Background: an optimization exercise with open tools, aiming at small area. Do not read the settings as production practice. The RTL was checked by simulation tests, not by an equivalence proof against the original design. Power and IR drop assume default switching activity.

## config.mk

```make
export PLATFORM = sky130hd
export DESIGN_NAME = reorder_buffer
export DESIGN_NICKNAME = reorder_buffer
export VERILOG_FILES = /design/flow/design.v
export SDC_FILE = /design/flow/constraint.sdc
export NUM_CORES = 4
export LEC_CHECK = 0
export CAP_MARGIN = 20
export CORE_MARGIN = 2
export CORE_UTILIZATION = 40
export CTS_BUF_LIST = sky130_fd_sc_hd__clkbuf_8
export CTS_CLUSTER_DIAMETER = 40
export CTS_CLUSTER_SIZE = 20
export SLEW_MARGIN = 20
export SYNTH_HIERARCHICAL = 1
```

## constraint.sdc

```tcl
create_clock -name core_clock -period 10.0 [get_ports {clk_in}]
set_input_delay 2.0000 -clock core_clock [delete_from_list [all_inputs] [get_ports {clk_in}]]
set_output_delay 2.0000 -clock core_clock [all_outputs]
set_load 0.01 [all_outputs]
```

## design.v

```verilog
`timescale 1ns/1ps
module rob_dec16 (
  input  logic [3:0]  t,
  output logic [15:0] oh
);
  assign oh = 16'd1 << t;
endmodule
module rob_mux #(
  parameter int N = 15,
  parameter int W = 32
) (
  input  logic [N-1:0]   sel,
  input  logic [N*W-1:0] d,
  output logic [W-1:0]   y
);
  always_comb begin
    y = '0;
    for (int i = 0; i < N; i++) y |= d[i*W +: W] & {W{sel[i]}};
  end
endmodule
module rob_xnext (
  input  logic [31:0] a,
  input  logic        sa,
  input  logic [31:0] b,
  input  logic        sb,
  input  logic [31:0] q,
  input  logic        sq,
  output logic [31:0] d
);
  assign d = (a & {32{sa}}) | (b & {32{sb}}) | (q & {32{sq}});
endmodule
module reorder_buffer #(
  parameter int ROB_WIDTH  = 4,
  parameter int ID_WIDTH   = 32,
  parameter int ADDR_WIDTH = 32,
  parameter int REG_WIDTH  = 5,
  parameter int OP_WIDTH   = 6
) (
  input  logic                  clk_in,
  input  logic                  rst_in,
  input  logic                  rdy_in,
  input  logic                  dispatch_en_in,
  input  logic [OP_WIDTH-1:0]   dispatch_opcode_in,
  input  logic [REG_WIDTH-1:0]  dispatch_dest_in,
  input  logic [ADDR_WIDTH-1:0] dispatch_pc_in,
  input  logic                  dispatch_taken_in,
  output logic [ROB_WIDTH-1:0]  b_out,
  output logic                  full_out,
  input  logic [ROB_WIDTH-1:0]  rs_h_in,
  input  logic [ROB_WIDTH-1:0]  rt_h_in,
  output logic                  rs_ready_out,
  output logic                  rt_ready_out,
  output logic [ID_WIDTH-1:0]   rs_value_out,
  output logic [ID_WIDTH-1:0]   rt_value_out,
  input  logic                  cdb_en_in,
  input  logic [ROB_WIDTH-1:0]  cdb_tag_in,
  input  logic [ID_WIDTH-1:0]   cdb_value_in,
  input  logic                  cdb_taken_in,
  input  logic [ADDR_WIDTH-1:0] cdb_target_in,
  output logic                  commit_en_out,
  output logic [REG_WIDTH-1:0]  commit_reg_out,
  output logic [ID_WIDTH-1:0]   commit_value_out,
  output logic [ROB_WIDTH-1:0]  commit_tag_out,
  output logic                  store_commit_out,
  input  logic                  lsb_store_done_in,
  output logic                  flush_out,
  output logic [ADDR_WIDTH-1:0] flush_pc_out
);
  localparam int N = 15;
  localparam logic [1:0] C_REG   = 2'd0;
  localparam logic [1:0] C_JALR  = 2'd1;
  localparam logic [1:0] C_BR    = 2'd2;
  localparam logic [1:0] C_STORE = 2'd3;
  logic [3:0] head_q, tail_q;
  logic       sw_q;         
  logic       cm_q;         
  logic       fq_q;         
  logic [N:1] valid_q;
  logic [N:1] ready_q;
  logic [1:0]  cls_q  [1:N];
  logic [4:0]  dest_q [1:N];
  logic [31:0] x_q    [1:N];
  logic [31:0] y_q    [1:N];
  function automatic logic [3:0] next_tag(input logic [3:0] t);
    next_tag = (t == 4'd15) ? 4'd1 : t + 4'd1;
  endfunction
  function automatic logic [3:0] prev_tag(input logic [3:0] t);
    prev_tag = (t == 4'd1) ? 4'd15 : t - 4'd1;
  endfunction
  logic [15:0] h_oh, t_oh, k_oh, rs_oh, rt_oh;
  logic [N:1]  c_oh;       
  rob_dec16 u_dec_h  (.t(head_q),     .oh(h_oh));
  rob_dec16 u_dec_t  (.t(tail_q),     .oh(t_oh));
  rob_dec16 u_dec_k  (.t(cdb_tag_in), .oh(k_oh));
  rob_dec16 u_dec_rs (.t(rs_h_in),    .oh(rs_oh));
  rob_dec16 u_dec_rt (.t(rt_h_in),    .oh(rt_oh));
  assign c_oh = {h_oh[1], h_oh[15:2]};
  logic [N*71-1:0] ent_c;    
  logic [N*4-1:0]  ent_h;    
  logic [16*33-1:0] ent_q;   
  always_comb begin
    for (int i = 1; i <= N; i++) begin
      ent_c[(i-1)*71 +: 71] = {cls_q[i], dest_q[i], y_q[i], x_q[i]};
      ent_h[(i-1)*4 +: 4]   = {cls_q[i], valid_q[i], valid_q[i] & ready_q[i]};
      ent_q[i*33 +: 33]     = {valid_q[i] & ready_q[i], x_q[i]};
    end
    ent_q[0 +: 33] = {1'b1, cdb_value_in};
  end
  logic [70:0] ct_rd;
  rob_mux #(.N(N), .W(71)) u_rd_c (.sel(c_oh), .d(ent_c), .y(ct_rd));
  logic [1:0]  ct_cls;
  logic [4:0]  ct_dest;
  logic [31:0] ct_x, ct_y;
  assign {ct_cls, ct_dest, ct_y, ct_x} = ct_rd;
  logic ct_br, ct_jalr;
  assign ct_br   = (ct_cls == C_BR);
  assign ct_jalr = (ct_cls == C_JALR);
  assign flush_out        = fq_q & (ct_jalr | (ct_br & (ct_dest[1] ^ ct_dest[0])));
  assign flush_pc_out     = (ct_br & ~ct_dest[1]) ? ct_x : ct_y;
  assign commit_en_out    = cm_q & ~ct_br & (ct_dest != 5'd0);
  assign commit_reg_out   = ct_dest;
  assign commit_value_out = ct_x;
  assign commit_tag_out   = prev_tag(head_q);
  assign store_commit_out = sw_q;
  assign b_out            = tail_q;
  logic [3:0] hd_rd;
  rob_mux #(.N(N), .W(4)) u_rd_h (.sel(h_oh[N:1]), .d(ent_h), .y(hd_rd));
  logic head_valid, head_rdy, head_store;
  assign head_rdy   = hd_rd[0];
  assign head_valid = hd_rd[1];
  assign head_store = (hd_rd[3:2] == C_STORE);
  assign full_out = (head_q == tail_q) & head_valid;
  logic active, disp_fire, cdb_go, run_commit, store_done, retire;
  assign active     = rdy_in & ~flush_out;
  assign disp_fire  = active & dispatch_en_in & ~full_out;
  assign cdb_go     = active & cdb_en_in;
  assign run_commit = active & ~sw_q & head_rdy;
  assign store_done = active & sw_q & lsb_store_done_in;
  assign retire     = (run_commit & ~head_store) | store_done;
  logic [1:0]  d_cls;
  logic [4:0]  d_dest;
  logic [31:0] d_pc4;
  always_comb begin
    if (dispatch_opcode_in == 6'd4)
      d_cls = C_JALR;
    else if (dispatch_opcode_in >= 6'd5 && dispatch_opcode_in <= 6'd10)
      d_cls = C_BR;
    else if (dispatch_opcode_in >= 6'd16 && dispatch_opcode_in <= 6'd18)
      d_cls = C_STORE;
    else
      d_cls = C_REG;
  end
  assign d_dest = {dispatch_dest_in[4:1],
                   (d_cls == C_BR) ? dispatch_taken_in : dispatch_dest_in[0]};
  assign d_pc4  = dispatch_pc_in + 32'd4;
  always_ff @(posedge clk_in or negedge rst_in) begin
    if (!rst_in) begin
      head_q  <= 4'd1;
      tail_q  <= 4'd1;
      sw_q    <= 1'b0;
      cm_q    <= 1'b0;
      fq_q    <= 1'b0;
      valid_q <= '0;
    end else if (rdy_in) begin
      cm_q <= run_commit & ~head_store;
      fq_q <= run_commit & ~head_store;
      if (flush_out) begin
        head_q  <= 4'd1;
        tail_q  <= 4'd1;
        sw_q    <= 1'b0;
        valid_q <= '0;
      end else begin
        if (disp_fire) tail_q <= next_tag(tail_q);
        if (retire)    head_q <= next_tag(head_q);
        if (run_commit & head_store) sw_q <= 1'b1;
        if (store_done)              sw_q <= 1'b0;
        for (int i = 1; i <= N; i++) begin
          if (retire & h_oh[i])    valid_q[i] <= 1'b0;
          if (disp_fire & t_oh[i]) valid_q[i] <= 1'b1;
        end
      end
    end else begin
      cm_q <= 1'b0;
    end
  end
  logic [N:1] we_d, we_c, we_cx, we_ca, hold_x;
  always_comb begin
    for (int i = 1; i <= N; i++) begin
      we_d[i]   = disp_fire & t_oh[i];
      we_c[i]   = cdb_go & k_oh[i] & ~(retire & h_oh[i]);
      we_cx[i]  = we_c[i] & (cls_q[i] != C_BR) & ~we_d[i];
      we_ca[i]  = we_c[i] & (cls_q[i] == C_BR);
      hold_x[i] = ~(we_d[i] | we_cx[i]);
    end
  end
  logic [31:0] x_d [1:N];
  for (genvar g = 1; g <= N; g++) begin : g_x
    rob_xnext u_xn (
      .a(d_pc4),        .sa(we_d[g]),
      .b(cdb_value_in), .sb(we_cx[g]),
      .q(x_q[g]),       .sq(hold_x[g]),
      .d(x_d[g])
    );
  end
  always_ff @(posedge clk_in) begin
    for (int i = 1; i <= N; i++) begin
      x_q[i] <= x_d[i];
      if (we_c[i]) begin
        ready_q[i] <= 1'b1;
        y_q[i]     <= cdb_target_in;
      end
      if (we_ca[i]) dest_q[i][1] <= cdb_taken_in;
      if (we_d[i]) begin
        ready_q[i] <= 1'b0;
        cls_q[i]   <= d_cls;
        dest_q[i]  <= d_dest;
      end
    end
  end
  logic rs_byp, rt_byp;
  logic [15:0] rs_sel, rt_sel;
  logic [32:0] rs_rd, rt_rd;
  assign rs_byp = cdb_en_in & (cdb_tag_in == rs_h_in);
  assign rt_byp = cdb_en_in & (cdb_tag_in == rt_h_in);
  assign rs_sel = rs_byp ? {15'd0, rs_h_in != 4'd0} : {rs_oh[15:1], 1'b0};
  assign rt_sel = rt_byp ? {15'd0, rt_h_in != 4'd0} : {rt_oh[15:1], 1'b0};
  rob_mux #(.N(16), .W(33)) u_rd_rs (.sel(rs_sel), .d(ent_q), .y(rs_rd));
  rob_mux #(.N(16), .W(33)) u_rd_rt (.sel(rt_sel), .d(ent_q), .y(rt_rd));
  assign rs_ready_out = rs_rd[32];
  assign rt_ready_out = rt_rd[32];
  assign rs_value_out = rs_rd[31:0];
  assign rt_value_out = rt_rd[31:0];
endmodule
```

## run.sh

```bash
#!/bin/bash
# synth_recipe.tcl (not shown) runs the flow's synth.tcl, then flattens the netlist and writes it again
# the make line also repeats each setting of config.mk as NAME=value (left out here)
make -C /OpenROAD-flow-scripts/flow DESIGN_CONFIG=/design/flow/config.mk WORK_HOME=/design/flow/orfs CLKGATE_MAP_FILE= SYNTH_SCRIPT=/design/flow/synth_recipe.tcl finish
```

==> flow_metrics.env, run 1 <==
export IMPL_filler_cells=11962
export IMPL_power_net_switching_uw=6651
export IMPL_drive_gt1_share_pct=14.74
export IMPL_cp_max_fo=29
export IMPL_cts_repair_resize_count=0
export IMPL_dpl_cell_count=6068
export IMPL_worstHoldStart="ready_q[10]"
export IMPL_number_of_antenna_violations_at_the_first_check_in_global_routing=30
export IMPL_cts_tree="built"
export IMPL_worst_endpoint_arrival_ns=6.26
export IMPL_synth_cells=4331
export IMPL_cp_buffers_inverters=4
export IMPL_final_cells=6363
export IMPL_grt_pass1_vias=43075
export IMPL_avgRoutedWirePerCell_um=36.98
export IMPL_final_cell_area_um2=59880
export IMPL_vias_per_cell=7.305
export IMPL_power_share_combinational_pct=33.7
export IMPL_outcome="finished clean"
export IMPL_clkTransAtPathRegs_ns=0.07
export IMPL_crit_slowest_cell="sky130_fd_sc_hd__dfrtp_1"
export IMPL_maxCapViolCount=0
export IMPL_final_seq_area_um2=28130
export IMPL_max_clock_path_buffers=3
export IMPL_power_switching_fraction_pct=39.81
export IMPL_power_clock_fraction_pct=24.0
export IMPL_tritoncts_num_buffers=154
export IMPL_hold_crit_class="reg2reg"
export IMPL_report_final_setup_viol=0
export IMPL_reg2regPathDepth=16
export IMPL_numnets_final=4602
export IMPL_internal_power_uw=10060
export IMPL_timing_worst_setup_path_type="reg2out"
export IMPL_worst_pin_slew_ns=1.282
export IMPL_io_pins=274
export IMPL_gpl_final_weighted_congestion=0.9088
export IMPL_numClockSinks=1106
export IMPL_timing_final_crit_share_pct=82.58
export IMPL_syn_avg_cell_area_um2=12.27
export IMPL_initial_core_util_pct=40.37
export IMPL_drv_slew=0
export IMPL_grt_first_pass_wirelength_um=327300
export IMPL_floorplan_die_height_um=368.5
export IMPL_worst_r2r_startpoint="head_q[2]"
export IMPL_place_ws_ns=1.994
export IMPL_setup_tns_ns=0
export IMPL_clock_insertion_delay_worst_skew_ns=0.94
export IMPL_cts_root_buffer="sky130_fd_sc_hd__clkbuf_8"
export IMPL_worst_path_most_repeated_cell="sky130_fd_sc_hd__buf_4"
export IMPL_first_iter_violations=11433
export IMPL_detailroute_via_count=46479
export IMPL_post_cts_setup_bufs=0
export IMPL_finClkSkew_ns=0.1006
export IMPL_power_uw=16710
export IMPL_fin_crit_ns=8.258
export IMPL_dpl_hpwl_um=134400
export IMPL_maximum_number_of_pins_on_one_net_before_global_route_repair=77
export IMPL_multi_input_comb_area_um2=20290
export IMPL_fin_ws_ns=1.742
export IMPL_cp_cell_sequence="and4_4 -> buf_4 -> buf_4 -> a22oi_1 -> and3_1 -> nand4_1 -> nand2b_1 -> nor2_4 -> buf_4 -> mux2_2 -> clkdlybuf4s50_1"
export IMPL_worst_r2r_endpoint="x_q[10][29]"
export IMPL_unrepaired_setup_endpoints_after_global_routing="no"
export IMPL_p_per_area_nw_per_um2=279.0
export IMPL_floorplan_rows=133
export IMPL_detail_route_drc_violations=0
export IMPL_seq_power_share_pct=42.3
export IMPL_floorplan_core_area_um2=131600
export IMPL_hold_path_endpoint="ready_q[10]"
export IMPL_floorplan_die_width_um=368.5
export IMPL_timing_critical_path_slowest_cell_delay_ns=1.02
export IMPL_htreeDepth=4
export IMPL_placement_cell_area_um2=56390
export IMPL_power_leakage_uw=0.02300
export IMPL_globalRouteOverflowTotal=0
export IMPL_timing_critical_path_required_ns=8.00
export IMPL_worst_setup_path_end_kind="output port"
export IMPL_count_of_synthesis_stage_warnings_from_yosys=19
export IMPL_ir_worst_vdd_mv=0.2325
export IMPL_final_hold_viol_count=0
export IMPL_hold_buffers=0
export IMPL_totalWireLength_um=235300
export IMPL_clock_fmax_mhz=121.1
export IMPL_syn_to_final_growth_pct=12.67
export IMPL_slew_headroom_pct=14.52
export IMPL_crit_path_launch_type="flip-flop"
export IMPL_port_buffer_count=273
export IMPL_die_area_um2=135800
export IMPL_drt_pre_antenna_iters=15
export IMPL_ff2ff_setup_slack_ns=2.98
export IMPL_synth_cell_area_um2=53140
export IMPL_gr_usage_all_layers_pct=33.16
export IMPL_critPathTopFamily="buffers and inverters"
export IMPL_ant_nets=0
export IMPL_worstHoldPathCells=2
## power by group through the flow
stage	Clock, µW	Combinational (µW)	Sequential (µW)
global route	4230	5880	7170
detailed placement	0	5450	7070
finish	4010	5630	7060
floorplan	0	2990	6690
CTS	4030	5470	6990
global placement	0	5390	7060
## worst max path at each step
stage / from / endpoint / slack, ns / cells after the start
6_report: head_q[2] / flush_pc_out[10] / 1.74 / 11
5_1_grt: head_q[2] / flush_out / 1.58 / 10
4_1_cts: head_q[2] / flush_out / 1.84 / 10
3_5_place_dp: cdb_tag_in[3] / rt_value_out[31] / 1.99 / 9
3_3_place_gp: cdb_tag_in[2] / rs_value_out[27] / 2.03 / 10
2_1_floorplan: head_q[0] / x_q[11][10] / 3.58 / 15
## layout by cell type, fill, tap and decap left out, drive strengths merged, types with 145 or more instances in the layout
cell,count
buf,145
a22o,341
a221oi,339
clkdlybuf4s50,273
nand4,150
clkbuf,166
dfxtp,495
edfxtp,585
a22oi,301
a222oi,555
inv,575
## routing by layer
metal  global-route usage (%)  wire length, µm
met5                        0              273
met1                    42.55            85640
met3                    11.80            35270
met2                    49.02            99780
met4                    17.21            14350
## state kept, by name, summed over array words and instances, names as in the netlist
register and count:
dest_q 75, x_q 480, valid_q 15, head_q 4
y_q 480, fq_q 1, sw_q 1, cm_q 1
cls_q 30, tail_q 4, ready_q 15
## through the flow
stage,util [%],hold WS (ns)
final,45.49,0.4648
after detailed placement,42.84,0.4548
after global placement,42.83,0.4410
after CTS,45.47,0.4660
after global routing,45.48,0.4940
after floorplan,-,0.4317
## worst reg2reg max path, delay by kind of cell (launching register included)
kind                   cells  cell delay [ns]
AOI/OAI and AO/OA          4             1.06
buffers and inverters      6             2.82
DFF                        1             1.02
and+or+nand+nor            6             2.08
## layout make-up
type	count	share of cell area (%)
clock inverter	121	1.985
antenna	8	0.03343
clock buffer	166	3.816
tap	1755	3.667
inverter	517	3.241
multi-input combinational	2272	33.88
sequential	1106	46.98
timing repair buffer	418	6.402
==> run 2, diff against run 1 <==
==> flow/run.sh (new file) <==
#!/bin/bash
# Standard layout with two changes: the port buffers are buf_1 cells and
# CTS inserts no dummy loads.
set -e
cp standard.sh standard_sh_copy.txt
cp config.mk config_mk_copy.txt
export BUFFER_PORTS_ARGS="-buffer_cell sky130_fd_sc_hd__buf_1"
export CTS_ARGS="-sink_clustering_enable -repair_clock_nets -buf_list sky130_fd_sc_hd__clkbuf_8 -sink_clustering_size 20 -sink_clustering_max_diameter 40 -dont_use_dummy_load"
bash standard.sh > standard.log 2>&1
==> standard.sh (new file) <==
#!/bin/bash
# synth_recipe.tcl (not shown) runs the flow's synth.tcl, then flattens the netlist and writes it again
# the make line also repeats each setting of config.mk as NAME=value (left out here)
make -C /OpenROAD-flow-scripts/flow DESIGN_CONFIG=/design/flow/config.mk WORK_HOME=/design/flow/orfs CLKGATE_MAP_FILE= SYNTH_SCRIPT=/design/flow/synth_recipe.tcl "${@:-finish}"
--- a/config.mk
+++ b/config.mk
@@ -6,10 +6,13 @@
 export NUM_CORES = 4
 export LEC_CHECK = 0
 export CAP_MARGIN = 20
+export CELL_PAD_IN_SITES_DETAIL_PLACEMENT = 1
+export CELL_PAD_IN_SITES_GLOBAL_PLACEMENT = 1
 export CORE_MARGIN = 2
 export CORE_UTILIZATION = 40
 export CTS_BUF_LIST = sky130_fd_sc_hd__clkbuf_8
 export CTS_CLUSTER_DIAMETER = 40
 export CTS_CLUSTER_SIZE = 20
+export PLACE_DENSITY = 0.5
 export SLEW_MARGIN = 20
 export SYNTH_HIERARCHICAL = 1
removed: run.sh
==> run 2 against run 1 <==
Net effect:
- core utilization is 1.8 points lower
- via count is 0.23% higher
- total power is 6.5% lower
- maximum frequency is 7.5% higher
- die area stayed put
- combinational power is 8.7% lower
- design area is 4.0% lower
- synthesized cell count stayed put
- worst hold slack better by 0.0013 ns
- sequential power is 0.8% higher
- highest routed layer unchanged
==> flow_metrics.env, run 2 <==
export IMPL_seq_power_share_pct=45.6
export IMPL_wl_met3_um=30020
export IMPL_clock_fmax_mhz=130.2
export IMPL_crit_path_launch_type="flip-flop"
export IMPL_met2RoutedLength_um=118000
export IMPL_slew_headroom_pct=12.97
export IMPL_unrepaired_setup_endpoints_after_global_routing="no"
export IMPL_worst_endpoint_arrival_ns=5.68
export IMPL_layout_cells_most_common="sky130_fd_sc_hd__edfxtp_1"
export IMPL_cts_repair_resize_count=0
export IMPL_route_layer_met1_wl_um=106900
export IMPL_clock_insertion_delay_worst_skew_ns=0.97
export IMPL_worst_r2r_startpoint="head_q[2]"
export IMPL_synth_cell_area_um2=53140
export IMPL_ant_nets=0
export IMPL_report_final_setup_viol=0
export IMPL_max_clock_path_buffers=3
export IMPL_timing_worst_setup_path_type="reg2out"
export IMPL_post_cts_setup_bufs=0
export IMPL_final_seq_area_um2=28130
export IMPL_hold_crit_class="reg2reg"
export IMPL_globalRouteOverflowTotal=0
export IMPL_filler_cells=13814
export IMPL_maximum_number_of_pins_on_one_net_before_global_route_repair=78
export IMPL_reg2regPathDepth=16
export IMPL_tritoncts_num_buffers=185
export IMPL_synth_cells=4331
export IMPL_cp_max_fo=36
export IMPL_cts_tree="built"
export IMPL_syn_to_final_growth_pct=8.144
export IMPL_internal_power_uw=9180
export IMPL_drv_slew=0
export IMPL_first_iter_violations=9682
export IMPL_worstHoldPathCells=2
export IMPL_count_of_synthesis_stage_warnings_from_yosys=19
export IMPL_power_clock_fraction_pct=21.5
export IMPL_outcome="finished clean"
export IMPL_htreeDepth=4
export IMPL_numClockSinks=1106
export IMPL_worst_pin_slew_ns=1.303
export IMPL_ir_worst_vdd_mv=0.1739
export IMPL_numnets_final=4650
export IMPL_totalWireLength_um=270100
export IMPL_fin_crit_ns=7.680
export IMPL_worst_setup_path_end_kind="output port"
export IMPL_finClkSkew_ns=0.1276
export IMPL_p_per_area_nw_per_um2=271.8
export IMPL_multi_input_comb_area_um2=20370
export IMPL_clkTransAtPathRegs_ns=0.05
export IMPL_floorplan_core_area_um2=131600
export IMPL_vias_per_cell=7.419
export IMPL_dpl_hpwl_um=146500
export IMPL_syn_avg_cell_area_um2=12.27
export IMPL_grt_first_pass_wirelength_um=367800
export IMPL_reg_largest_list="x_q x480, y_q x480, dest_q x75"
export IMPL_power_leakage_uw=0.02198
export IMPL_floorplan_die_height_um=368.5
export IMPL_detailroute_via_count=46586
export IMPL_detail_route_drc_violations=0
export IMPL_initial_core_util_pct=40.37
export IMPL_timing_critical_path_required_ns=8.00
export IMPL_timing_final_crit_share_pct=76.80
export IMPL_power_share_combinational_pct=32.9
export IMPL_floorplan_die_width_um=368.5
export IMPL_power_switching_fraction_pct=41.23
export IMPL_hold_path_endpoint="ready_q[1]"
export IMPL_maxCapViolCount=0
export IMPL_final_cells=6279
export IMPL_setup_tns_ns=0
export IMPL_ff2ff_setup_slack_ns=3.12
export IMPL_gpl_final_weighted_congestion=0.8762
export IMPL_commonest_non_fill_non_tap_cells_in_the_layout="sky130_fd_sc_hd__edfxtp_1 (585), sky130_fd_sc_hd__a222oi_1 (555), sky130_fd_sc_hd__inv_1 (517)"
export IMPL_gr_usage_all_layers_pct=38.45
export IMPL_cts_root_buffer="sky130_fd_sc_hd__clkbuf_8"
export IMPL_final_hold_viol_count=0
export IMPL_avgRoutedWirePerCell_um=43.01
export IMPL_drt_pre_antenna_iters=14
export IMPL_topRoutingLayerUsed="met5"
export IMPL_drive_gt1_share_pct=13.93
export IMPL_hold_buffers=0
export IMPL_power_net_switching_uw=6441
export IMPL_grt_pass1_vias=45339
export IMPL_number_of_antenna_violations_at_the_first_check_in_global_routing=24
export IMPL_worstHoldStart="ready_q[1]"
export IMPL_io_pins=274
export IMPL_die_area_um2=135800
export IMPL_port_buffer_count=273
export IMPL_worst_r2r_endpoint="x_q[11][29]"
export IMPL_floorplan_rows=133
export IMPL_dpl_cell_count=6085
-- run 2: cell type report --
cell class / count / area share [%]
repair buffers: 435 / 3.945
multi-input cells: 2272 / 35.44
diodes: 9 / 0.03919
well taps: 1755 / 3.821
clock buffers: 185 / 4.430
inverters: 517 / 3.377
flip-flops and latches: 1106 / 48.94
-- run 2: worst max-delay path, cell delays in order, from the launching register on --
cell and delay (ns):
sky130_fd_sc_hd__dfrtp_1 1.01, sky130_fd_sc_hd__and4_4 0.73, sky130_fd_sc_hd__buf_4 0.71, sky130_fd_sc_hd__a22oi_1 0.14, sky130_fd_sc_hd__and3_1 0.27, sky130_fd_sc_hd__nand4_1 0.18, sky130_fd_sc_hd__nand2b_1 0.14, sky130_fd_sc_hd__nor2_4 0.47
sky130_fd_sc_hd__buf_4 0.47, sky130_fd_sc_hd__mux2_2 0.44, sky130_fd_sc_hd__buf_1 0.15
-- run 2: power by group through the flow --
stage,Combinational (µW),Clock [µW],Sequential (µW)
floorplan,2990,0,6690
global placement,4940,0,7130
detailed placement,5020,0,7120
CTS,5030,3410,7050
global route,5380,3590,7230
finish,5140,3370,7120
-- run 2: how the worst max path moves through the flow --
stage | slack (ns) | endpoint | depth (start not counted) | from
2_1_floorplan | 3.58 | x_q[11][10] | 15 | head_q[0]
3_3_place_gp | 2.69 | rs_value_out[31] | 10 | cdb_tag_in[1]
3_5_place_dp | 2.65 | rs_value_out[30] | 10 | rs_h_in[2]
4_1_cts | 2.32 | flush_pc_out[11] | 10 | head_q[2]
5_1_grt | 2.21 | flush_pc_out[11] | 10 | head_q[2]
6_report | 2.32 | flush_pc_out[11] | 10 | head_q[2]
-- run 2: metrics by stage --
step / hold slack (ns) / util [%] / setup slack, ns / area (µm²) / power, µW
final: 0.4661 / 43.66 / 2.320 / 57470 / 15620
after global placement: 0.4416 / 41.71 / 2.692 / 54900 / 12070
after floorplan: 0.4317 / - / 3.583 / 53150 / 9675
after CTS: 0.4680 / 43.64 / 2.320 / 57450 / 15490
after global routing: 0.4987 / 43.65 / 2.207 / 57460 / 16210
after detailed placement: 0.4584 / 41.71 / 2.655 / 54900 / 12140
-- run 2: metal layers --
metal / vias up / global-route usage (%)
met5: - / 0
met4: 21 / 18.88
met3: 854 / 9.708
li1: 18393 / -
met1: 23985 / 51.18
met2: 3333 / 58.16
==> run 3, diff against run 2 <==
==> flow/run.sh (replaced) <==
#!/bin/bash
# Standard layout with two changes: the port buffers are buf_1 cells and
# CTS inserts no dummy loads.
set -e
cp standard.sh standard_sh_copy.txt
cp config.mk config_mk_copy.txt
export BUFFER_PORTS_ARGS="-buffer_cell sky130_fd_sc_hd__buf_1"
export CTS_ARGS="-sink_clustering_enable -repair_clock_nets -buf_list sky130_fd_sc_hd__clkbuf_8 -sink_clustering_size 14 -sink_clustering_max_diameter 80 -dont_use_dummy_load"
bash standard.sh > standard.log 2>&1
--- a/config.mk
+++ b/config.mk
@@ -11,8 +11,8 @@
 export CORE_MARGIN = 2
 export CORE_UTILIZATION = 40
 export CTS_BUF_LIST = sky130_fd_sc_hd__clkbuf_8
-export CTS_CLUSTER_DIAMETER = 40
-export CTS_CLUSTER_SIZE = 20
+export CTS_CLUSTER_DIAMETER = 80
+export CTS_CLUSTER_SIZE = 14
 export PLACE_DENSITY = 0.5
 export SLEW_MARGIN = 20
 export SYNTH_HIERARCHICAL = 1
==> run 3 against run 2 <==
Net effect:
- count of clock-buffer cells in the layout is 92 lower
- die area stayed put
- design area is 2.2% lower
- sequential share of layout area is 1.1 points higher
- worst hold slack better by 0.0059 ns
- clock skew is 0.052 ns lower
- via count is 0.61% lower
- highest routed layer unchanged
==> flow_metrics.env, run 3 <==
export IMPL_outcome="finished clean"
export IMPL_htreeDepth=3
export IMPL_floorplan_die_height_um=368.5
export IMPL_crit_path_launch_type="flip-flop"
export IMPL_floorplan_core_area_um2=131600
export IMPL_setup_tns_ns=0
export IMPL_cp_max_fo=36
export IMPL_cts_tree="built"
export IMPL_fin_crit_ns=7.691
export IMPL_port_buffer_count=273
export IMPL_layout_cells_most_common="sky130_fd_sc_hd__edfxtp_1"
export IMPL_clock_insertion_delay_worst_skew_ns=0.87
export IMPL_worst_endpoint_arrival_ns=5.69
export IMPL_timing_critical_path_required_ns=8.00
export IMPL_initial_core_util_pct=40.37
export IMPL_floorplan_rows=133
export IMPL_report_final_setup_viol=0
export IMPL_unrepaired_setup_endpoints_after_global_routing="no"
export IMPL_drv_slew=0
export IMPL_filler_cells=13860
export IMPL_ff2ff_setup_slack_ns=3.04
export IMPL_timing_final_crit_share_pct=76.91
export IMPL_count_of_synthesis_stage_warnings_from_yosys=19
export IMPL_clkTransAtPathRegs_ns=0.08
export IMPL_dpl_hpwl_um=146500
export IMPL_reg_largest_list="x_q x480, y_q x480, dest_q x75"
export IMPL_synth_cells=4331
export IMPL_post_cts_setup_bufs=0
export IMPL_io_pins=274
export IMPL_synth_cell_area_um2=53140
export IMPL_maximum_number_of_pins_on_one_net_before_global_route_repair=78
export IMPL_gpl_final_weighted_congestion=0.8762
export IMPL_floorplan_die_width_um=368.5
export IMPL_numnets_final=4558
export IMPL_grt_pass1_vias=44503
export IMPL_avgRoutedWirePerCell_um=43.52
export IMPL_worstHoldStart="ready_q[8]"
export IMPL_syn_to_final_growth_pct=5.780
export IMPL_gr_usage_all_layers_pct=38.21
export IMPL_totalWireLength_um=269500
export IMPL_maxCapViolCount=0
export IMPL_max_clock_path_buffers=3
export IMPL_die_area_um2=135800
export IMPL_final_hold_viol_count=0
export IMPL_worst_pin_slew_ns=1.305
export IMPL_first_iter_violations=9752
export IMPL_p_per_area_nw_per_um2=260.8
export IMPL_slew_headroom_pct=12.78
export IMPL_ant_nets=0
export IMPL_multi_input_comb_area_um2=20370
export IMPL_cts_root_buffer="sky130_fd_sc_hd__clkbuf_8"
export IMPL_cts_repair_resize_count=0
export IMPL_detailroute_via_count=46302
export IMPL_number_of_antenna_violations_at_the_first_check_in_global_routing=22
export IMPL_crit_path_start="head_q[2]"
export IMPL_drive_gt1_share_pct=12.14
export IMPL_commonest_non_fill_non_tap_cells_in_the_layout="sky130_fd_sc_hd__edfxtp_1 (585), sky130_fd_sc_hd__a222oi_1 (555), sky130_fd_sc_hd__inv_1 (517)"
export IMPL_worst_setup_path_end_kind="output port"
export IMPL_timing_worst_setup_path_type="reg2out"
export IMPL_worst_r2r_startpoint="head_q[2]"
export IMPL_drt_pre_antenna_iters=14
export IMPL_globalRouteOverflowTotal=0
export IMPL_detail_route_drc_violations=0
export IMPL_clock_fmax_mhz=130.0
export IMPL_power_leakage_uw=0.02132
export IMPL_vias_per_cell=7.479
export IMPL_ir_worst_vdd_mv=0.1694
export IMPL_syn_avg_cell_area_um2=12.27
export IMPL_fin_ws_ns=2.309
export IMPL_hold_buffers=0
export IMPL_numClockSinks=1106
export IMPL_finClkSkew_ns=0.07594
export IMPL_tritoncts_num_buffers=93
export IMPL_hold_crit_class="reg2reg"
export IMPL_place_ws_ns=2.655
export IMPL_final_seq_area_um2=28130
export IMPL_grt_first_pass_wirelength_um=365700
-- run 3: critical path, cell delays in order (launching register included) --
cell	delay, ns
sky130_fd_sc_hd__dfrtp_1	1.03
sky130_fd_sc_hd__and4_4	0.73
sky130_fd_sc_hd__buf_4	0.72
sky130_fd_sc_hd__a22oi_1	0.14
sky130_fd_sc_hd__and3_1	0.26
sky130_fd_sc_hd__nand4_1	0.18
sky130_fd_sc_hd__nand2b_1	0.14
sky130_fd_sc_hd__nor2_4	0.46
sky130_fd_sc_hd__buf_4	0.47
sky130_fd_sc_hd__mux2_2	0.44
sky130_fd_sc_hd__buf_1	0.15
-- run 3: cell type report --
type | count | share of cell area, %
sequential | 1106 | 50.04
timing repair buffer | 435 | 4.033
multi-input combinational | 2272 | 36.24
inverter | 517 | 3.452
tap | 1755 | 3.906
clock buffer | 93 | 2.277
antenna | 13 | 0.05787
-- run 3: power by group --
part / switching, µW / internal, µW
combinational: 3400 / 1750
sequential: 1290 / 5810
clock: 1590 / 828
-- run 3: routing by layer --
layer	global-route usage (%)	vias to the layer above	routed length, µm	share of wire, %
met2	58.00	3359	118300	44
li1	-	18200	-	-
met4	17.64	16	14150	5.3
met5	0	-	92	0.034
met1	51.35	23935	107200	40
met3	9.328	792	29800	11
-- run 3: path summary, 6_finish.rpt --
kind                       cells after the start          endpoint
hold reg to reg                                2        ready_q[8]
max in group asynchronous                      1        valid_q[8]
setup reg to reg                              16        x_q[11][8]
hold / removal                                 2        ready_q[8]
min in group asynchronous                      1         tail_q[3]
setup / recovery                              10  flush_pc_out[11]
-- run 3: per-stage QoR --
stage | hold slack [ns] | util, % | cell area, µm² | cells | total power (µW)
4_1_cts | 0.4758 | 42.68 | 56180 | 6178 | 14510
2_1_floorplan | 0.4317 | - | 53150 | 4332 | 9675
6_report | 0.4720 | 42.71 | 56220 | 6191 | 14660
3_3_place_gp | 0.4416 | 41.71 | 54900 | 6085 | 12070
3_5_place_dp | 0.4584 | 41.71 | 54900 | 6085 | 12140
5_1_grt | 0.5015 | 42.69 | 56190 | 6182 | 15190
==> run 4, diff against run 3 <==
--- a/config.mk
+++ b/config.mk
@@ -5,7 +5,7 @@
 export SDC_FILE = /design/flow/constraint.sdc
 export NUM_CORES = 4
 export LEC_CHECK = 0
-export CAP_MARGIN = 20
+export CAP_MARGIN = 5
 export CELL_PAD_IN_SITES_DETAIL_PLACEMENT = 1
 export CELL_PAD_IN_SITES_GLOBAL_PLACEMENT = 1
 export CORE_MARGIN = 2
@@ -14,5 +14,5 @@
 export CTS_CLUSTER_DIAMETER = 80
 export CTS_CLUSTER_SIZE = 14
 export PLACE_DENSITY = 0.5
-export SLEW_MARGIN = 20
+export SLEW_MARGIN = 5
 export SYNTH_HIERARCHICAL = 1
==> run 4 against run 3 <==
Net effect:
- count of clock-buffer cells in the layout stayed put
- area after synthesis stayed put
- clock skew is 0.0044 ns lower
- largest cell class unchanged
- first-iteration DRC count stayed put
- critical endpoint unchanged
==> flow_metrics.env, run 4 <==
export IMPL_crit_slowest_cell="sky130_fd_sc_hd__dfrtp_1"
export IMPL_globalRouteOverflowTotal=0
export IMPL_synth_cell_area_um2=53140
export IMPL_number_of_antenna_violations_at_the_first_check_in_global_routing=22
export IMPL_synth_cells=4331
export IMPL_gpl_final_weighted_congestion=0.8762
export IMPL_unrepaired_setup_endpoints_after_global_routing="no"
export IMPL_timing_critical_path_slowest_cell_delay_ns=1.03
export IMPL_floorplan_die_width_um=368.5
export IMPL_dpl_hpwl_um=146500
export IMPL_ff2ff_setup_slack_ns=3.03
export IMPL_timing_critical_path_required_ns=8.00
export IMPL_hold_buffers=0
export IMPL_commonest_non_fill_non_tap_cells_in_the_layout="sky130_fd_sc_hd__edfxtp_1 (585), sky130_fd_sc_hd__a222oi_1 (555), sky130_fd_sc_hd__inv_1 (517)"
export IMPL_layout_cells_most_common="sky130_fd_sc_hd__edfxtp_1"
export IMPL_floorplan_core_area_um2=131600
export IMPL_timing_worst_setup_path_type="reg2out"
export IMPL_maxCapViolCount=0
export IMPL_port_buffer_count=273
export IMPL_io_pins=274
export IMPL_final_cell_area_um2=56210
export IMPL_slew_headroom_pct=14.20
export IMPL_die_area_um2=135800
export IMPL_cp_buffers_inverters=3
export IMPL_outcome="finished clean"
export IMPL_vias_per_cell=7.501
export IMPL_cts_root_buffer="sky130_fd_sc_hd__clkbuf_8"
export IMPL_worst_pin_slew_ns=1.284
export IMPL_hold_crit_class="reg2reg"
export IMPL_crit_path_start="head_q[2]"
export IMPL_max_clock_path_buffers=3
export IMPL_cts_tree="built"
export IMPL_syn_to_final_growth_pct=5.770
export IMPL_grt_pass1_vias=44503
export IMPL_power_clock_fraction_pct=16.5
export IMPL_drive_gt1_share_pct=12.12
export IMPL_cp_cell_sequence="and4_4 -> buf_4 -> a22oi_1 -> and3_1 -> nand4_1 -> nand2b_1 -> nor2_4 -> buf_4 -> mux2_2 -> buf_1"
export IMPL_totalWireLength_um=269600
export IMPL_worst_r2r_endpoint="x_q[11][29]"
export IMPL_detailroute_via_count=46430
export IMPL_ir_worst_vdd_mv=0.1697
export IMPL_placement_cell_area_um2=54900
export IMPL_maximum_number_of_pins_on_one_net_before_global_route_repair=78
export IMPL_clock_fmax_mhz=130.2
export IMPL_power_leakage_uw=0.02132
export IMPL_detail_route_drc_violations=0
export IMPL_power_uw=14660
export IMPL_report_final_setup_viol=0
export IMPL_worst_path_most_repeated_cell="sky130_fd_sc_hd__buf_4"
export IMPL_worst_r2r_startpoint="head_q[2]"
export IMPL_fin_crit_ns=7.680
export IMPL_power_share_combinational_pct=35.1
export IMPL_floorplan_die_height_um=368.5
export IMPL_power_net_switching_uw=6276
export IMPL_initial_core_util_pct=40.37
export IMPL_critPathTopFamily="simple AND/OR/NAND/NOR gates"
export IMPL_tritoncts_num_buffers=93
export IMPL_ant_nets=0
export IMPL_p_per_area_nw_per_um2=260.8
export IMPL_grt_first_pass_wirelength_um=365700
export IMPL_floorplan_rows=133
export IMPL_gr_usage_all_layers_pct=38.21
export IMPL_clock_insertion_delay_worst_skew_ns=0.86
export IMPL_first_iter_violations=9752
export IMPL_clkTransAtPathRegs_ns=0.08
export IMPL_post_cts_setup_bufs=0
export IMPL_worst_path_stages=10
export IMPL_count_of_synthesis_stage_warnings_from_yosys=19
export IMPL_syn_avg_cell_area_um2=12.27
export IMPL_critical_path_endpoint="flush_pc_out[11]"
export IMPL_avgRoutedWirePerCell_um=43.56
export IMPL_numClockSinks=1106
export IMPL_seq_power_share_pct=48.4
export IMPL_internal_power_uw=8382
export IMPL_cp_max_fo=36
export IMPL_drv_slew=0
export IMPL_crit_path_launch_type="flip-flop"
export IMPL_htreeDepth=3
export IMPL_finClkSkew_ns=0.07157
export IMPL_worst_setup_path_end_kind="output port"
export IMPL_worst_endpoint_arrival_ns=5.68
export IMPL_timing_final_crit_share_pct=76.80
export IMPL_numnets_final=4558
export IMPL_setup_tns_ns=0
export IMPL_reg_largest_list="x_q x480, y_q x480, dest_q x75"
export IMPL_cts_repair_resize_count=0
export IMPL_final_hold_viol_count=0
export IMPL_drt_pre_antenna_iters=14
export IMPL_reg2regPathDepth=16
export IMPL_power_switching_fraction_pct=42.81
-- run 4: cell count changes in the layout (fill, tap and decap cells not counted), sizes merged --
| cell | previous run | this run |
|---|---|---|
| diode | 13 | 12 |
-- run 4: routing by layer --
metal	GRT usage, %	up-vias	wire length, µm
met5	0	-	92
li1	-	18202	-
met1	51.35	23928	106700
met4	17.64	16	14460
met3	9.328	828	30350
met2	58.00	3456	118000
-- run 4: final cells by class --
type	count	area [µm²]
timing repair buffer	435	2267
sequential	1106	28130
antenna	12	30.03
tap	1755	2196
inverter	517	1941
multi-input combinational	2272	20370
fill	13861	75420
clock buffer	93	1280
-- run 4: worst min path at each step --
stage,from,to,slack (ns),depth (start not counted)
after floorplan,ready_q[10],ready_q[10],0.43,2
after global placement,ready_q[12],ready_q[12],0.44,2
after detailed placement,ready_q[1],ready_q[1],0.46,2
after CTS,ready_q[8],ready_q[8],0.48,2
after global routing,ready_q[8],ready_q[8],0.50,2
final,ready_q[8],ready_q[8],0.48,2
-- run 4: power by group through the flow --
stage	Combinational, µW	Clock [µW]	Sequential (µW)
after floorplan	2990	0	6690
after global placement	4940	0	7130
after detailed placement	5020	0	7120
after CTS	5020	2450	7030
after global routing	5380	2590	7220
final	5140	2420	7100
-- run 4: worst register-to-register path, delay by kind of cell (launching register included) --
family | cells | cell delay (ns)
buffers and inverters | 5 | 1.96
adders and majority gates | 1 | 0.35
and+or+nand+nor | 7 | 2.38
AOI/OAI and AO/OA | 3 | 1.12
DFF | 1 | 1.03
-- run 4: metrics by stage --
stage / hold slack [ns] / utilization, % / instances / setup slack, ns
finish: 0.4751 / 42.70 / 6190 / 2.320
global route: 0.5015 / 42.69 / 6182 / 2.180
CTS: 0.4758 / 42.68 / 6178 / 2.302
detailed placement: 0.4584 / 41.71 / 6085 / 2.655
global placement: 0.4416 / 41.71 / 6085 / 2.692
floorplan: 0.4317 / - / 4332 / 3.583
==> run 5, diff against run 4 <==
==> config.mk (replaced) <==
export PLATFORM = sky130hd
export DESIGN_NAME = reorder_buffer
export DESIGN_NICKNAME = reorder_buffer
export VERILOG_FILES = /design/flow/design.v
export SDC_FILE = /design/flow/constraint.sdc
export NUM_CORES = 4
export LEC_CHECK = 0
export CAP_MARGIN = 20
export CELL_PAD_IN_SITES_DETAIL_PLACEMENT = 1
export CELL_PAD_IN_SITES_GLOBAL_PLACEMENT = 1
export CORE_MARGIN = 2
export CORE_UTILIZATION = 50
export CTS_BUF_LIST = sky130_fd_sc_hd__clkbuf_8
export CTS_CLUSTER_DIAMETER = 80
export CTS_CLUSTER_SIZE = 14
export PLACE_DENSITY = 0.6
export SLEW_MARGIN = 20
export SYNTH_HIERARCHICAL = 1
==> run 5 against run 4 <==
Net effect:
- worst hold slack worse by 0.010 ns
- design area fell by 1.2%
- setup slack got worse by 0.31 ns
- sequential share of layout area grew 0.58 points
- cell count down 6.3%
- clock power fell by 4%
- core utilization increased by 10 points
- sequential cell count unchanged
- die area down 20%
- area after synthesis is the same
- total power fell by 1.2%
==> flow_metrics.env, run 5 <==
export IMPL_count_of_synthesis_stage_warnings_from_yosys=19
export IMPL_tritoncts_num_buffers=89
export IMPL_die_area_um2=108900
export IMPL_cts_root_buffer="sky130_fd_sc_hd__clkbuf_8"
export IMPL_drt_pre_antenna_iters=28
export IMPL_floorplan_core_area_um2=105400
export IMPL_dpl_hpwl_um=136600
export IMPL_timing_hold_ws_ns=0.4646
export IMPL_avgRoutedWirePerCell_um=44.19
export IMPL_maximum_number_of_pins_on_one_net_before_global_route_repair=77
export IMPL_hold_crit_class="reg2reg"
export IMPL_synth_cells=4331
export IMPL_dpl_cell_count=5702
export IMPL_floorplan_rows=119
export IMPL_detail_route_drc_violations=0
export IMPL_post_cts_setup_bufs=0
export IMPL_syn_avg_cell_area_um2=12.27
export IMPL_layout_cells_most_common="sky130_fd_sc_hd__edfxtp_1"
export IMPL_numnets_final=4536
export IMPL_final_cell_area_um2=55560
export IMPL_hold_buffers=0
export IMPL_detailroute_via_count=47648
export IMPL_port_buffer_count=273
export IMPL_drv_slew=0
export IMPL_maxCapViolCount=0
export IMPL_number_of_antenna_violations_at_the_first_check_in_global_routing=26
export IMPL_synth_cell_area_um2=53140
export IMPL_timing_critical_path_required_ns=8.00
export IMPL_placement_cell_area_um2=54290
export IMPL_final_hold_viol_count=0
export IMPL_cp_max_fo=32
export IMPL_slew_headroom_pct=17.25
export IMPL_report_final_setup_viol=0
export IMPL_cts_tree="built"
export IMPL_clock_fmax_mhz=125.1
export IMPL_timing_worst_setup_path_type="reg2out"
export IMPL_grt_pass1_vias=45381
export IMPL_p_per_area_nw_per_um2=260.6
export IMPL_worst_pin_slew_ns=1.235
export IMPL_setup_tns_ns=0
export IMPL_gpl_final_weighted_congestion=0.8906
export IMPL_numClockSinks=1106
export IMPL_reg_largest_list="x_q x480, y_q x480, dest_q x75"
export IMPL_ant_nets=0
export IMPL_globalRouteOverflowTotal=0
export IMPL_gr_usage_all_layers_pct=45.47
export IMPL_first_iter_violations=11186
export IMPL_htreeDepth=3
export IMPL_vias_per_cell=8.214
export IMPL_unrepaired_setup_endpoints_after_global_routing="no"
export IMPL_initial_core_util_pct=50.41
export IMPL_worst_endpoint_arrival_ns=5.99
export IMPL_clock_insertion_delay_worst_skew_ns=0.85
export IMPL_finClkSkew_ns=0.09827
export IMPL_floorplan_die_height_um=330.0
export IMPL_commonest_non_fill_non_tap_cells_in_the_layout="sky130_fd_sc_hd__edfxtp_1 (585), sky130_fd_sc_hd__a222oi_1 (555), sky130_fd_sc_hd__inv_1 (517)"
export IMPL_crit_path_launch_type="flip-flop"
export IMPL_max_clock_path_buffers=3
export IMPL_fin_crit_ns=7.991
export IMPL_totalWireLength_um=256300
export IMPL_power_uw=14480
export IMPL_ir_worst_vdd_mv=0.2401
export IMPL_outcome="finished clean"
export IMPL_final_cells=5801
export IMPL_grt_first_pass_wirelength_um=350100
export IMPL_syn_to_final_growth_pct=4.551
export IMPL_power_leakage_uw=0.02120
export IMPL_io_pins=274
export IMPL_worst_setup_path_end_kind="output port"
export IMPL_cts_repair_resize_count=0
export IMPL_drive_gt1_share_pct=11.68
export IMPL_clkTransAtPathRegs_ns=0.11
export IMPL_timing_final_crit_share_pct=79.91
export IMPL_floorplan_die_width_um=330.0
## run 5: stage by stage
stage / setup WS (ns) / utilization, %
final: 2.009 / 52.71
after global routing: 1.999 / 52.70
after floorplan: 3.583 / -
after CTS: 2.166 / 52.66
after global placement: 2.694 / 51.49
after detailed placement: 2.601 / 51.50
## run 5: cell type report
class	count	area (µm²)
diodes	9	22.52
clock buffers	89	1225
fillers	10890	49850
inverters	517	1941
multi-input cells	2272	20370
flip-flops and latches	1106	28130
well taps	1391	1740
repair buffers	417	2135
## run 5: critical path: stages (launching register included)
cell	delay [ns]
sky130_fd_sc_hd__dfrtp_1	1.12
sky130_fd_sc_hd__and4b_4	0.82
sky130_fd_sc_hd__buf_4	0.72
sky130_fd_sc_hd__buf_4	0.62
sky130_fd_sc_hd__a221oi_2	0.16
sky130_fd_sc_hd__nand4_1	0.24
sky130_fd_sc_hd__nand2b_1	0.15
sky130_fd_sc_hd__nor2_4	0.09
sky130_fd_sc_hd__buf_4	0.53
sky130_fd_sc_hd__mux2_2	0.49
sky130_fd_sc_hd__buf_1	0.16
## run 5: power by group
group,switching [µW],internal [µW],leakage (µW)
registers,1270,5810,0.00974
clock network,1530,795,0.000640
logic,3340,1740,0.0108
## run 5: metal layers
| metal | wire length [µm] | vias to the layer above | track usage (%) |
|---|---|---|---|
| met1 | 91380 | 23803 | 58.50 |
| met2 | 107100 | 4475 | 66.35 |
| met5 | 162 | - | 0.3913 |
| li1 | - | 18145 | - |
| met4 | 17500 | 22 | 23.90 |
| met3 | 40150 | 1203 | 17.41 |
## run 5: worst paths after layout
path,start,end,slack [ns],cells past startpoint
max,head_q[2],flush_pc_out[0],2.01,10
min,ready_q[10],ready_q[10],0.46,2
max reg2reg,head_q[2],x_q[9][20],2.60,15
min reg2reg,ready_q[10],ready_q[10],0.46,2
max in group asynchronous,rst_in,valid_q[2],8.49,2
min in group asynchronous,rst_in,tail_q[1],1.15,2
==> run 6, diff against run 5 <==
==> flow/run.sh (replaced) <==
#!/bin/bash
# Standard layout with these changes: the port buffers are buf_1 cells, CTS
# uses clkbuf_8 with its own clustering and inserts no dummy loads, and
# global routing downsizes non-critical gates (repair_timing -recover_power).
set -e
cp standard.sh standard_sh_copy.txt
cp config.mk config_mk_copy.txt
export BUFFER_PORTS_ARGS="-buffer_cell sky130_fd_sc_hd__buf_1"
export CTS_ARGS="-sink_clustering_enable -repair_clock_nets -buf_list sky130_fd_sc_hd__clkbuf_8 -sink_clustering_size 14 -sink_clustering_max_diameter 80 -dont_use_dummy_load"
export RECOVER_POWER=100
bash standard.sh > standard.log 2>&1
--- a/config.mk
+++ b/config.mk
@@ -9,10 +9,10 @@
 export CELL_PAD_IN_SITES_DETAIL_PLACEMENT = 1
 export CELL_PAD_IN_SITES_GLOBAL_PLACEMENT = 1
 export CORE_MARGIN = 2
-export CORE_UTILIZATION = 50
+export CORE_UTILIZATION = 40
 export CTS_BUF_LIST = sky130_fd_sc_hd__clkbuf_8
 export CTS_CLUSTER_DIAMETER = 80
 export CTS_CLUSTER_SIZE = 14
-export PLACE_DENSITY = 0.6
+export PLACE_DENSITY = 0.5
 export SLEW_MARGIN = 20
 export SYNTH_HIERARCHICAL = 1
==> run 6 against run 5 <==
Net effect:
- now fails the layout checks on max-capacitance violations, max-slew violations
- sequential cell count stayed put
- count of clock-buffer cells in the layout up 4
- register-to-register slack lost 1.4 ns
- sequential power about the same
- total power up 0.92%
- worst hold slack better by 0.012 ns
- cell count is 6.7% higher
- clock skew is 0.025 ns lower
- design area grew 0.82%
- routed wire length up 5.1%
- global-route usage is 7.3 points lower
==> flow_metrics.env, run 6 <==
export IMPL_number_of_antenna_violations_at_the_first_check_in_global_routing=24
export IMPL_cp_max_fo=42
export IMPL_timing_final_crit_share_pct=88.14
export IMPL_avgRoutedWirePerCell_um=43.56
export IMPL_port_buffer_count=273
export IMPL_ant_nets=0
export IMPL_maxCapViolCount=16
export IMPL_worst_setup_path_end_kind="flip-flop"
export IMPL_syn_to_final_growth_pct=5.413
export IMPL_numClockSinks=1106
export IMPL_fin_crit_ns=8.814
export IMPL_floorplan_core_area_um2=131600
export IMPL_gpl_final_weighted_congestion=0.8762
export IMPL_worst_pin_slew_ns=2.145
export IMPL_synth_cell_area_um2=53140
export IMPL_detailroute_via_count=46205
export IMPL_post_cts_setup_bufs=0
export IMPL_cp_cell_sequence="and4_1 -> buf_4 -> a22oi_1 -> and3_1 -> nand4_1 -> inv_1 -> ha_1 -> nand4b_1 -> nand4_1 -> a21oi_1 -> and2_0 -> clkbuf_2 -> mux2_1"
export IMPL_initial_core_util_pct=40.37
export IMPL_io_pins=274
export IMPL_floorplan_die_height_um=368.5
export IMPL_report_final_setup_viol=0
export IMPL_ir_worst_vdd_mv=0.1679
export IMPL_cts_tree="built"
export IMPL_cts_repair_resize_count=0
export IMPL_numnets_final=4558
export IMPL_drv_slew=347
export IMPL_hold_path_endpoint="ready_q[8]"
export IMPL_worst_endpoint_arrival_ns=9.40
export IMPL_outcome="complete, but fails checks"
export IMPL_finClkSkew_ns=0.07320
export IMPL_drive_gt1_share_pct=11.15
export IMPL_timing_critical_path_slowest_cell_delay_ns=1.47
export IMPL_final_hold_viol_count=0
export IMPL_tritoncts_num_buffers=93
export IMPL_layout_failed_checks="max-capacitance violations, max-slew violations"
export IMPL_crit_slowest_cell="sky130_fd_sc_hd__clkbuf_2"
export IMPL_final_cell_area_um2=56020
export IMPL_htreeDepth=3
export IMPL_dpl_cell_count=6085
export IMPL_placement_cell_area_um2=54900
export IMPL_commonest_non_fill_non_tap_cells_in_the_layout="sky130_fd_sc_hd__edfxtp_1 (585), sky130_fd_sc_hd__a222oi_1 (555), sky130_fd_sc_hd__inv_1 (517)"
export IMPL_totalWireLength_um=269500
export IMPL_first_iter_violations=9579
export IMPL_reg2regPathDepth=13
export IMPL_timing_critical_path_required_ns=10.58
export IMPL_gr_usage_all_layers_pct=38.21
export IMPL_floorplan_die_width_um=368.5
export IMPL_setup_tns_ns=0
export IMPL_worst_path_most_repeated_cell="sky130_fd_sc_hd__nand4_1"
export IMPL_worstHoldPathCells=2
export IMPL_worstHoldStart="ready_q[8]"
export IMPL_die_area_um2=135800
export IMPL_crit_path_launch_type="flip-flop"
export IMPL_reg_largest_list="x_q x480, y_q x480, dest_q x75"
export IMPL_worst_r2r_endpoint="dest_q[5][1]"
export IMPL_critPathTopFamily="simple AND/OR/NAND/NOR gates"
export IMPL_synth_cells=4331
export IMPL_clock_fmax_mhz=113.5
export IMPL_p_per_area_nw_per_um2=260.8
export IMPL_fin_ws_ns=1.186
export IMPL_floorplan_rows=133
export IMPL_place_ws_ns=2.655
export IMPL_hold_buffers=0
export IMPL_slew_headroom_pct=-42.99
export IMPL_cp_buffers_inverters=3
export IMPL_grt_first_pass_wirelength_um=365700
export IMPL_worst_r2r_startpoint="head_q[2]"
export IMPL_final_cells=6187
export IMPL_power_leakage_uw=0.02123
export IMPL_maximum_number_of_pins_on_one_net_before_global_route_repair=78
export IMPL_clkTransAtPathRegs_ns=0.09
export IMPL_ff2ff_setup_slack_ns=1.19
export IMPL_globalRouteOverflowTotal=0
export IMPL_detail_route_drc_violations=0
export IMPL_unrepaired_setup_endpoints_after_global_routing="no"
export IMPL_syn_avg_cell_area_um2=12.27
export IMPL_layout_cells_most_common="sky130_fd_sc_hd__edfxtp_1"
export IMPL_final_core_utilization_pct=42.56
export IMPL_dpl_hpwl_um=146500
export IMPL_timing_worst_setup_path_type="reg2reg"
export IMPL_count_of_synthesis_stage_warnings_from_yosys=19
export IMPL_hold_crit_class="reg2reg"
export IMPL_max_clock_path_buffers=3
export IMPL_vias_per_cell=7.468
export IMPL_clock_insertion_delay_worst_skew_ns=0.86
export IMPL_grt_pass1_vias=44503
export IMPL_drt_pre_antenna_iters=13
export IMPL_cts_root_buffer="sky130_fd_sc_hd__clkbuf_8"
==> run 6: worst register-to-register path, cell delays in order (launching register included) <==
cell,delay (ns)
sky130_fd_sc_hd__dfrtp_1,1.03
sky130_fd_sc_hd__and4_1,1.40
sky130_fd_sc_hd__buf_4,0.85
sky130_fd_sc_hd__a22oi_1,0.18
sky130_fd_sc_hd__and3_1,0.24
sky130_fd_sc_hd__nand4_1,0.34
sky130_fd_sc_hd__inv_1,0.10
sky130_fd_sc_hd__ha_1,0.35
sky130_fd_sc_hd__nand4b_1,0.24
sky130_fd_sc_hd__nand4_1,0.13
sky130_fd_sc_hd__a21oi_1,1.17
sky130_fd_sc_hd__and2_0,0.64
sky130_fd_sc_hd__clkbuf_2,1.47
sky130_fd_sc_hd__mux2_1,0.41
==> run 6: layout make-up <==
class / instances / area (µm²)
multi-input combinational: 2272 / 20240
timing repair buffer: 435 / 2211
inverter: 517 / 1941
tap: 1755 / 2196
fill: 13889 / 75610
antenna: 9 / 22.52
clock buffer: 93 / 1280
sequential: 1106 / 28130
==> run 6: metrics by stage <==
step,total power [µW],hold slack [ns]
after global routing,15160,0.5015
after global placement,12070,0.4416
after floorplan,9675,0.4317
after CTS,14510,0.4758
final,14610,0.4762
after detailed placement,12140,0.4584
==> run 6: layer usage <==
metal,track usage (%),vias to the layer above,wire length [µm]
met5,0,-,128
met4,17.64,20,14950
met3,9.328,796,30000
met2,58.00,3303,117400
met1,51.35,23887,107000
li1,-,18199,-
==> run 6: worst max-delay path by stage <==
| stage | startpoint | endpoint | slack, ns | depth (start not counted) |
|---|---|---|---|---|
| 2_1_floorplan | head_q[0] | x_q[11][10] | 3.58 | 15 |
| 3_3_place_gp | cdb_tag_in[1] | rs_value_out[31] | 2.69 | 10 |
| 3_5_place_dp | rs_h_in[2] | rs_value_out[30] | 2.65 | 10 |
| 4_1_cts | head_q[2] | flush_pc_out[11] | 2.30 | 10 |
| 5_1_grt | head_q[2] | x_q[15][1] | 1.10 | 14 |
| 6_report | head_q[2] | dest_q[5][1] | 1.19 | 13 |
==> run 6: where the power goes <==
group | internal [µW] | leakage (µW) | switching, µW
Clock | 829 | 0.000669 | 1580
Combinational | 1720 | 0.0108 | 3370
Sequential | 5810 | 0.00974 | 1290

afterwards: timing with drivers on the ports:
The flow's constraints put no driver on any port. The routed layouts listed below were extracted and timed again, unchanged, in two steps. Step 1 sets driving cells, clkbuf_16 on the clock port and buf_2 on the other inputs (assumed; they add their load-dependent delay and slew). Step 2 moves the port delays by t, midway between the first and last clock arrival at a register: inputs arrive t later, outputs are due t later. That takes back most of the time a late clock gives input paths. Three values: ideal ports, drivers, drivers and shift; two values: the first two.
run | shift t [ns] | slack for setup (ns) | hold WS [ns] | latest minus earliest clock arrival (ns)
run 1 | 0.970 | 1.742 / 1.663 / 1.735 | 0.465 / 0.465 / 0.465 | 0.100 / 0.101
run 2 | 0.989 | 2.320 / 2.234 / 2.454 | 0.466 / 0.466 / 0.466 | 0.127 / 0.128
run 3 | 0.911 | 2.309 / 2.233 / 2.473 | 0.472 / 0.472 / 0.472 | 0.078 / 0.078
run 4 | 0.904 | 2.320 / 2.244 / 2.497 | 0.475 / 0.475 / 0.475 | 0.072 / 0.072
run 5 | 0.881 | 2.009 / 1.932 / 2.361 | 0.465 / 0.465 / 0.465 | 0.098 / 0.098
run 6 | 0.901 | 1.186 / 1.186 / 1.186 | 0.476 / 0.476 / 0.476 | 0.075 / 0.075
The setup slack of run 1, which loses most, moves by -0.079 ns with the drivers and by -0.007 ns with both steps.
